What follows belongs to an exercise in optimizing a design on an open flow for small area; a production flow would make more cautious choices. Only simulation tests tie the RTL to the original design; equivalence was not proved. Power is estimated from default activity; no workload was simulated.

==> inputs of job 3294 <==
==> flow/design.v <==
package ahbl_pkg;
  localparam logic [1:0] HTRANS_IDLE = 2'd0;
  localparam logic [1:0] HTRANS_BUSY = 2'd1;
  localparam logic [1:0] HTRANS_NSEQ = 2'd2;
  localparam logic [1:0] HTRANS_SEQ  = 2'd3;
  localparam logic [2:0] HSIZE_BYTE  = 3'd0;
  localparam logic [2:0] HSIZE_HALF  = 3'd1;
  localparam logic [2:0] HSIZE_WORD  = 3'd2;
  localparam logic [2:0] HSIZE_DWORD = 3'd3;
  localparam logic HRESP_OKAY  = 1'b0;
  localparam logic HRESP_ERROR = 1'b1;
  localparam logic [7:0] LFSR_TAPS = 8'hB8;
  localparam logic [7:0] LFSR_SEED = 8'h01;
  typedef enum logic [1:0] {S_IDLE, S_WAIT, S_ERR1, S_ERR2} sram_state_t;
endpackage
module ahbl_sram_responder
#(
  parameter int W_ADDR    = 32,
  parameter int W_DATA    = 32,
  parameter int DEPTH     = 64,
  parameter int NSEQ_WAIT = 1,
  parameter int SEQ_WAIT  = 0
) (
  input  logic              clk,
  input  logic              rst,
  output logic              ahbls_hready_resp,
  input  logic              ahbls_hready,
  output logic              ahbls_hresp,
  input  logic [W_ADDR-1:0] ahbls_haddr,
  input  logic              ahbls_hwrite,
  input  logic [1:0]        ahbls_htrans,
  input  logic [2:0]        ahbls_hsize,
  input  logic [2:0]        ahbls_hburst,
  input  logic [3:0]        ahbls_hprot,
  input  logic              ahbls_hmastlock,
  input  logic [W_DATA-1:0] ahbls_hwdata,
  output logic [W_DATA-1:0] ahbls_hrdata
);
  localparam int BYTES = W_DATA / 8;
  localparam int OFF_W = $clog2(BYTES);
  localparam int IDX_W = $clog2(DEPTH);
  localparam logic [W_ADDR-1:0] MEM_BYTES = W_ADDR'(DEPTH * BYTES);
  logic                    r_wait;    
  logic                    r_err;     
  logic [IDX_W-1:0]        r_idx;     
  logic [BYTES-1:0]        r_wstrb;   
  logic [DEPTH*W_DATA-1:0] r_mem;     
  logic [W_DATA-1:0]       r_rdata;   
  logic                    w_xfer, w_cap, w_in_range;
  logic [BYTES-1:0]        w_strb, w_we;
  logic [DEPTH-1:0]        w_sel, w_rsel;
  logic                    w_rd_cap, w_rd_wait, w_rd_clr;
  logic [IDX_W-1:0]        w_rd_idx;
  logic [W_DATA-1:0]       w_rd_mem, w_rd_word;
  logic [W_DATA-1:0]       w_wd;
  logic [DEPTH*BYTES-1:0]  w_keep;
  assign ahbls_hready_resp = !r_wait;
  assign ahbls_hresp       = r_err;
  assign w_xfer     = !r_wait && ahbls_hready;
  assign w_cap      = ahbls_htrans[1];
  assign w_in_range = ahbls_haddr < MEM_BYTES;
  always_comb
    for (int b = 0; b < BYTES; b++)
      w_strb[b] = (32'(b) >> ahbls_hsize) == (32'(ahbls_haddr[OFF_W-1:0]) >> ahbls_hsize);
  assign w_we = (!rst && w_xfer) ? r_wstrb : '0;
  always_ff @(posedge clk) begin
    if (rst) begin
      r_wait  <= 1'b0;
      r_err   <= 1'b0;
      r_wstrb <= '0;
    end else begin
      r_wait <= w_xfer && w_cap && (!w_in_range || !ahbls_htrans[0]);
      if (w_xfer) begin
        r_err   <= w_cap && !w_in_range;
        r_wstrb <= (w_cap && w_in_range && ahbls_hwrite) ? w_strb : '0;
      end
    end
  end
  always_ff @(posedge clk)
    if (w_xfer) r_idx <= ahbls_haddr[OFF_W +: IDX_W];
  assign w_rd_cap  = w_xfer && (ahbls_htrans == 2'b11) && w_in_range && !ahbls_hwrite;
  assign w_rd_wait = r_wait && !r_err && (r_wstrb == '0);
  assign w_rd_clr  = w_xfer && ahbls_htrans[1] && !w_in_range && !ahbls_hwrite;
  assign w_rd_idx  = r_wait ? r_idx : ahbls_haddr[OFF_W +: IDX_W];
  always_comb
    for (int b = 0; b < BYTES; b++)
      w_rd_word[8*b +: 8] = (w_we[b] && r_idx == w_rd_idx) ? ahbls_hwdata[8*b +: 8]
                                                          : w_rd_mem[8*b +: 8];
  always_ff @(posedge clk)
    if (rst)                          r_rdata <= '0;
    else if (w_rd_cap || w_rd_wait)   r_rdata <= w_rd_word;
    else if (w_rd_clr)                r_rdata <= '0;
  assign ahbls_hrdata = r_rdata;
  always_comb
    for (int w = 0; w < DEPTH; w++)
      w_rsel[w] = w_rd_idx == IDX_W'(w);
  always_comb begin
    for (int w = 0; w < DEPTH; w++)
      w_sel[w] = r_idx == IDX_W'(w);
    for (int i = 0; i < W_DATA; i++)
      w_wd[i] = ahbls_hwdata[i] && w_we[i/8];
    for (int w = 0; w < DEPTH; w++)
      for (int b = 0; b < BYTES; b++)
        w_keep[w*BYTES+b] = !(w_sel[w] && w_we[b]);
  end
  logic [DEPTH*W_DATA-1:0] w_mem_nxt;
  for (genvar w = 0; w < DEPTH; w++) begin : g_word
    for (genvar i = 0; i < W_DATA; i++) begin : g_bit
      ahbl_sram_bit_next u_next (
        .i_q    (r_mem[w*W_DATA+i]),
        .i_keep (w_keep[w*BYTES+i/8]),
        .i_sel  (w_sel[w]),
        .i_wd   (w_wd[i]),
        .o_d    (w_mem_nxt[w*W_DATA+i])
      );
    end
  end
  always_ff @(posedge clk) r_mem <= w_mem_nxt;
  for (genvar i = 0; i < W_DATA; i++) begin : g_rd
    logic [DEPTH-1:0] w_col;
    for (genvar w = 0; w < DEPTH; w++) begin : g_col
      assign w_col[w] = r_mem[w*W_DATA+i];
    end
    ahbl_sram_read_bit #(.DEPTH(DEPTH)) u_rd (
      .i_sel  (w_rsel),
      .i_col  (w_col),
      .o_data (w_rd_mem[i])
    );
  end
endmodule
module ahbl_sram_bit_next (
  input  logic i_q,
  input  logic i_keep,
  input  logic i_sel,
  input  logic i_wd,
  output logic o_d
);
  assign o_d = (i_q && i_keep) || (i_wd && i_sel);
endmodule
module ahbl_sram_aoi3 (
  input  logic [2:0] i_sel,
  input  logic [2:0] i_dat,
  output logic       o_n
);
  assign o_n = !(|(i_sel & i_dat));
endmodule
module ahbl_sram_nand2 (
  input  logic [1:0] i_a,
  output logic       o_n
);
  assign o_n = !(&i_a);
endmodule
module ahbl_sram_nand4 (
  input  logic [3:0] i_a,
  output logic       o_n
);
  assign o_n = !(&i_a);
endmodule
module ahbl_sram_nor2 (
  input  logic [1:0] i_a,
  output logic       o_n
);
  assign o_n = !(|i_a);
endmodule
module ahbl_sram_read_bit
#(
  parameter int DEPTH = 64
) (
  input  logic [DEPTH-1:0] i_sel,
  input  logic [DEPTH-1:0] i_col,
  output logic             o_data
);
  logic [21:0] w_n;     
  logic [5:0]  w_any;   
  logic [2:0]  w_none;  
  for (genvar g = 0; g < 21; g++) begin : g_grp
    ahbl_sram_aoi3 u_aoi (
      .i_sel (i_sel[3*g +: 3]),
      .i_dat (i_col[3*g +: 3]),
      .o_n   (w_n[g])
    );
  end
  ahbl_sram_nand2 u_last (.i_a({i_sel[DEPTH-1], i_col[DEPTH-1]}), .o_n(w_n[21]));
  for (genvar k = 0; k < 5; k++) begin : g_nand
    ahbl_sram_nand4 u_nand (.i_a(w_n[4*k +: 4]), .o_n(w_any[k]));
  end
  ahbl_sram_nand2 u_nand2 (.i_a(w_n[21:20]), .o_n(w_any[5]));
  for (genvar k = 0; k < 3; k++) begin : g_nor
    ahbl_sram_nor2 u_nor (.i_a(w_any[2*k +: 2]), .o_n(w_none[k]));
  end
  assign o_data = !(&w_none);
endmodule
==> flow/run.sh <==
#!/bin/bash
# synth_recipe.tcl (not shown) runs the flow's synth.tcl, then flattens the netlist and writes it again
# the make line also repeats each setting of config.mk as NAME=value (left out here)
make -C /OpenROAD-flow-scripts/flow DESIGN_CONFIG=/design/flow/config.mk WORK_HOME=/design/flow/orfs CLKGATE_MAP_FILE= SYNTH_SCRIPT=/design/flow/synth_recipe.tcl finish
==> flow/config.mk <==
export PLATFORM = sky130hd
export DESIGN_NAME = ahbl_sram_responder
export DESIGN_NICKNAME = ahbl_sram_responder
export VERILOG_FILES = /design/flow/design.v
export SDC_FILE = /design/flow/constraint.sdc
export NUM_CORES = 4
export LEC_CHECK = 0
export CAP_MARGIN = 20
export CORE_MARGIN = 2
export CORE_UTILIZATION = 80
export CTS_CLUSTER_DIAMETER = 100
export CTS_CLUSTER_SIZE = 26
export SLEW_MARGIN = 20
export SYNTH_HIERARCHICAL = 1
==> flow/constraint.sdc <==
create_clock -name core_clock -period 6.0 [get_ports {clk}]
set_input_delay 1.2000 -clock core_clock [delete_from_list [all_inputs] [get_ports {clk}]]
set_output_delay 1.2000 -clock core_clock [all_outputs]
set_load 0.01 [all_outputs]
==> job 1046: changes against job 3294 <==
--- a/flow/design.v
+++ b/flow/design.v
@@ -45,13 +45,9 @@
   logic [IDX_W-1:0]        r_idx;     
   logic [BYTES-1:0]        r_wstrb;   
   logic [DEPTH*W_DATA-1:0] r_mem;     
-  logic [W_DATA-1:0]       r_rdata;   
   logic                    w_xfer, w_cap, w_in_range;
   logic [BYTES-1:0]        w_strb, w_we;
-  logic [DEPTH-1:0]        w_sel, w_rsel;
-  logic                    w_rd_cap, w_rd_wait, w_rd_clr;
-  logic [IDX_W-1:0]        w_rd_idx;
-  logic [W_DATA-1:0]       w_rd_mem, w_rd_word;
+  logic [DEPTH-1:0]        w_sel;
   logic [W_DATA-1:0]       w_wd;
   logic [DEPTH*BYTES-1:0]  w_keep;
   assign ahbls_hready_resp = !r_wait;
@@ -78,22 +74,6 @@
   end
   always_ff @(posedge clk)
     if (w_xfer) r_idx <= ahbls_haddr[OFF_W +: IDX_W];
-  assign w_rd_cap  = w_xfer && (ahbls_htrans == 2'b11) && w_in_range && !ahbls_hwrite;
-  assign w_rd_wait = r_wait && !r_err && (r_wstrb == '0);
-  assign w_rd_clr  = w_xfer && ahbls_htrans[1] && !w_in_range && !ahbls_hwrite;
-  assign w_rd_idx  = r_wait ? r_idx : ahbls_haddr[OFF_W +: IDX_W];
-  always_comb
-    for (int b = 0; b < BYTES; b++)
-      w_rd_word[8*b +: 8] = (w_we[b] && r_idx == w_rd_idx) ? ahbls_hwdata[8*b +: 8]
-                                                          : w_rd_mem[8*b +: 8];
-  always_ff @(posedge clk)
-    if (rst)                          r_rdata <= '0;
-    else if (w_rd_cap || w_rd_wait)   r_rdata <= w_rd_word;
-    else if (w_rd_clr)                r_rdata <= '0;
-  assign ahbls_hrdata = r_rdata;
-  always_comb
-    for (int w = 0; w < DEPTH; w++)
-      w_rsel[w] = w_rd_idx == IDX_W'(w);
   always_comb begin
     for (int w = 0; w < DEPTH; w++)
       w_sel[w] = r_idx == IDX_W'(w);
@@ -122,9 +102,9 @@
       assign w_col[w] = r_mem[w*W_DATA+i];
     end
     ahbl_sram_read_bit #(.DEPTH(DEPTH)) u_rd (
-      .i_sel  (w_rsel),
+      .i_sel  (w_sel),
       .i_col  (w_col),
-      .o_data (w_rd_mem[i])
+      .o_data (ahbls_hrdata[i])
     );
   end
 endmodule
@@ -144,24 +124,6 @@
 );
   assign o_n = !(|(i_sel & i_dat));
 endmodule
-module ahbl_sram_nand2 (
-  input  logic [1:0] i_a,
-  output logic       o_n
-);
-  assign o_n = !(&i_a);
-endmodule
-module ahbl_sram_nand4 (
-  input  logic [3:0] i_a,
-  output logic       o_n
-);
-  assign o_n = !(&i_a);
-endmodule
-module ahbl_sram_nor2 (
-  input  logic [1:0] i_a,
-  output logic       o_n
-);
-  assign o_n = !(|i_a);
-endmodule
 module ahbl_sram_read_bit
 #(
   parameter int DEPTH = 64
@@ -170,23 +132,19 @@
   input  logic [DEPTH-1:0] i_col,
   output logic             o_data
 );
-  logic [21:0] w_n;     
-  logic [5:0]  w_any;   
-  logic [2:0]  w_none;  
-  for (genvar g = 0; g < 21; g++) begin : g_grp
+  localparam int NG = DEPTH / 3;
+  localparam int NR = DEPTH - 3*NG;
+  logic [NG-1:0] w_n;
+  for (genvar g = 0; g < NG; g++) begin : g_grp
     ahbl_sram_aoi3 u_aoi (
       .i_sel (i_sel[3*g +: 3]),
       .i_dat (i_col[3*g +: 3]),
       .o_n   (w_n[g])
     );
   end
-  ahbl_sram_nand2 u_last (.i_a({i_sel[DEPTH-1], i_col[DEPTH-1]}), .o_n(w_n[21]));
-  for (genvar k = 0; k < 5; k++) begin : g_nand
-    ahbl_sram_nand4 u_nand (.i_a(w_n[4*k +: 4]), .o_n(w_any[k]));
+  if (NR > 0) begin : g_rest
+    assign o_data = !(&w_n) || |(i_sel[DEPTH-1 -: NR] & i_col[DEPTH-1 -: NR]);
+  end else begin : g_norest
+    assign o_data = !(&w_n);
   end
-  ahbl_sram_nand2 u_nand2 (.i_a(w_n[21:20]), .o_n(w_any[5]));
-  for (genvar k = 0; k < 3; k++) begin : g_nor
-    ahbl_sram_nor2 u_nor (.i_a(w_any[2*k +: 2]), .o_n(w_none[k]));
-  end
-  assign o_data = !(&w_none);
 endmodule
--- a/flow/config.mk
+++ b/flow/config.mk
@@ -7,8 +7,8 @@
 export LEC_CHECK = 0
 export CAP_MARGIN = 20
 export CORE_MARGIN = 2
-export CORE_UTILIZATION = 80
-export CTS_CLUSTER_DIAMETER = 100
-export CTS_CLUSTER_SIZE = 26
+export CORE_UTILIZATION = 70
+export CTS_CLUSTER_DIAMETER = 60
+export CTS_CLUSTER_SIZE = 30
 export SLEW_MARGIN = 20
 export SYNTH_HIERARCHICAL = 1
==> comparison table <==
                                                                             job 3294                 job 1046
Outcome                                                       complete, no violations  complete, no violations
Layout non-clock buf frac                                                      3.114%                   3.924%
Maximum number of pins on one net before global-route repair                       66                       69
Worst r2r dst                                                             r_rdata[14]               r_mem[587]
Crit path largest cell delay                                                  1.09 ns                  0.84 ns
IR drop worst, VDD                                                          0.2764 mV                0.3793 mV
Cell count along the critical path                                                 10                        9
Tap cells                                                                       1,165                    1,287
Switching power                                                              4.520 mW                 5.483 mW
Part of the power in registers                                                  65.3%                    58.3%
Combinational logic power                                                    0.352 mW                 0.244 mW
Syn Std Cell Area                                                         71,850 um^2              69,770 um^2
Required time of the worst setup path                                         6.63 ns                  4.80 ns
Area overhead of the layout relative to synthesis                              9.114%                   13.40%
Sum of met2 wire segment lengths after detailed routing                      107.1 mm                 89.61 mm
Critical Path AT                                                              6.00 ns                  4.79 ns
Simple-gate area share of the yosys netlist                                    6.034%                   4.519%
Overall via count from detail_route                                            65.14k                   56.39k
Average footprint of a synthesized cell                                    12.29 um^2               12.63 um^2
Flip-flop and latch count                                                       2,092                    2,060
Post-Synthesis Cells                                                            5,845                    5,524
Critical Path Slowest Stage Cell                              sky130_fd_sc_hd__nor2_1  sky130_fd_sc_hd__nor4_1

==> what the ideal ports hide <==
Ports are ideal in the flow. The routed layouts listed here were re-timed in OpenROAD. Step 1 assumes that a clkbuf_16 drives the clock port and a buf_2 every other input. Step 2 moves the port delays by t, midway between the first and last clock arrival at a register: inputs arrive t later, outputs are due t later. That takes back most of the time a late clock gives input paths. Slacks: no drivers / after step 1 / after step 2; pairs: no drivers / after step 1.
run	t (ns)	setup slack, ns	worst setup path after step 2	latest minus earliest clock arrival (ns)
job 3294	0.802	0.634 / 0.558 / -0.244	input to register	0.038 / 0.038
job 1046	0.808	0.006 / -0.068 / 0.741	register to output	0.033 / 0.033
Met with ideal ports but missed after step 2: setup timing in job 3294. For job 3294, which loses most, drivers alone change the setup slack by -0.076 ns; drivers and shift together by -0.878 ns.
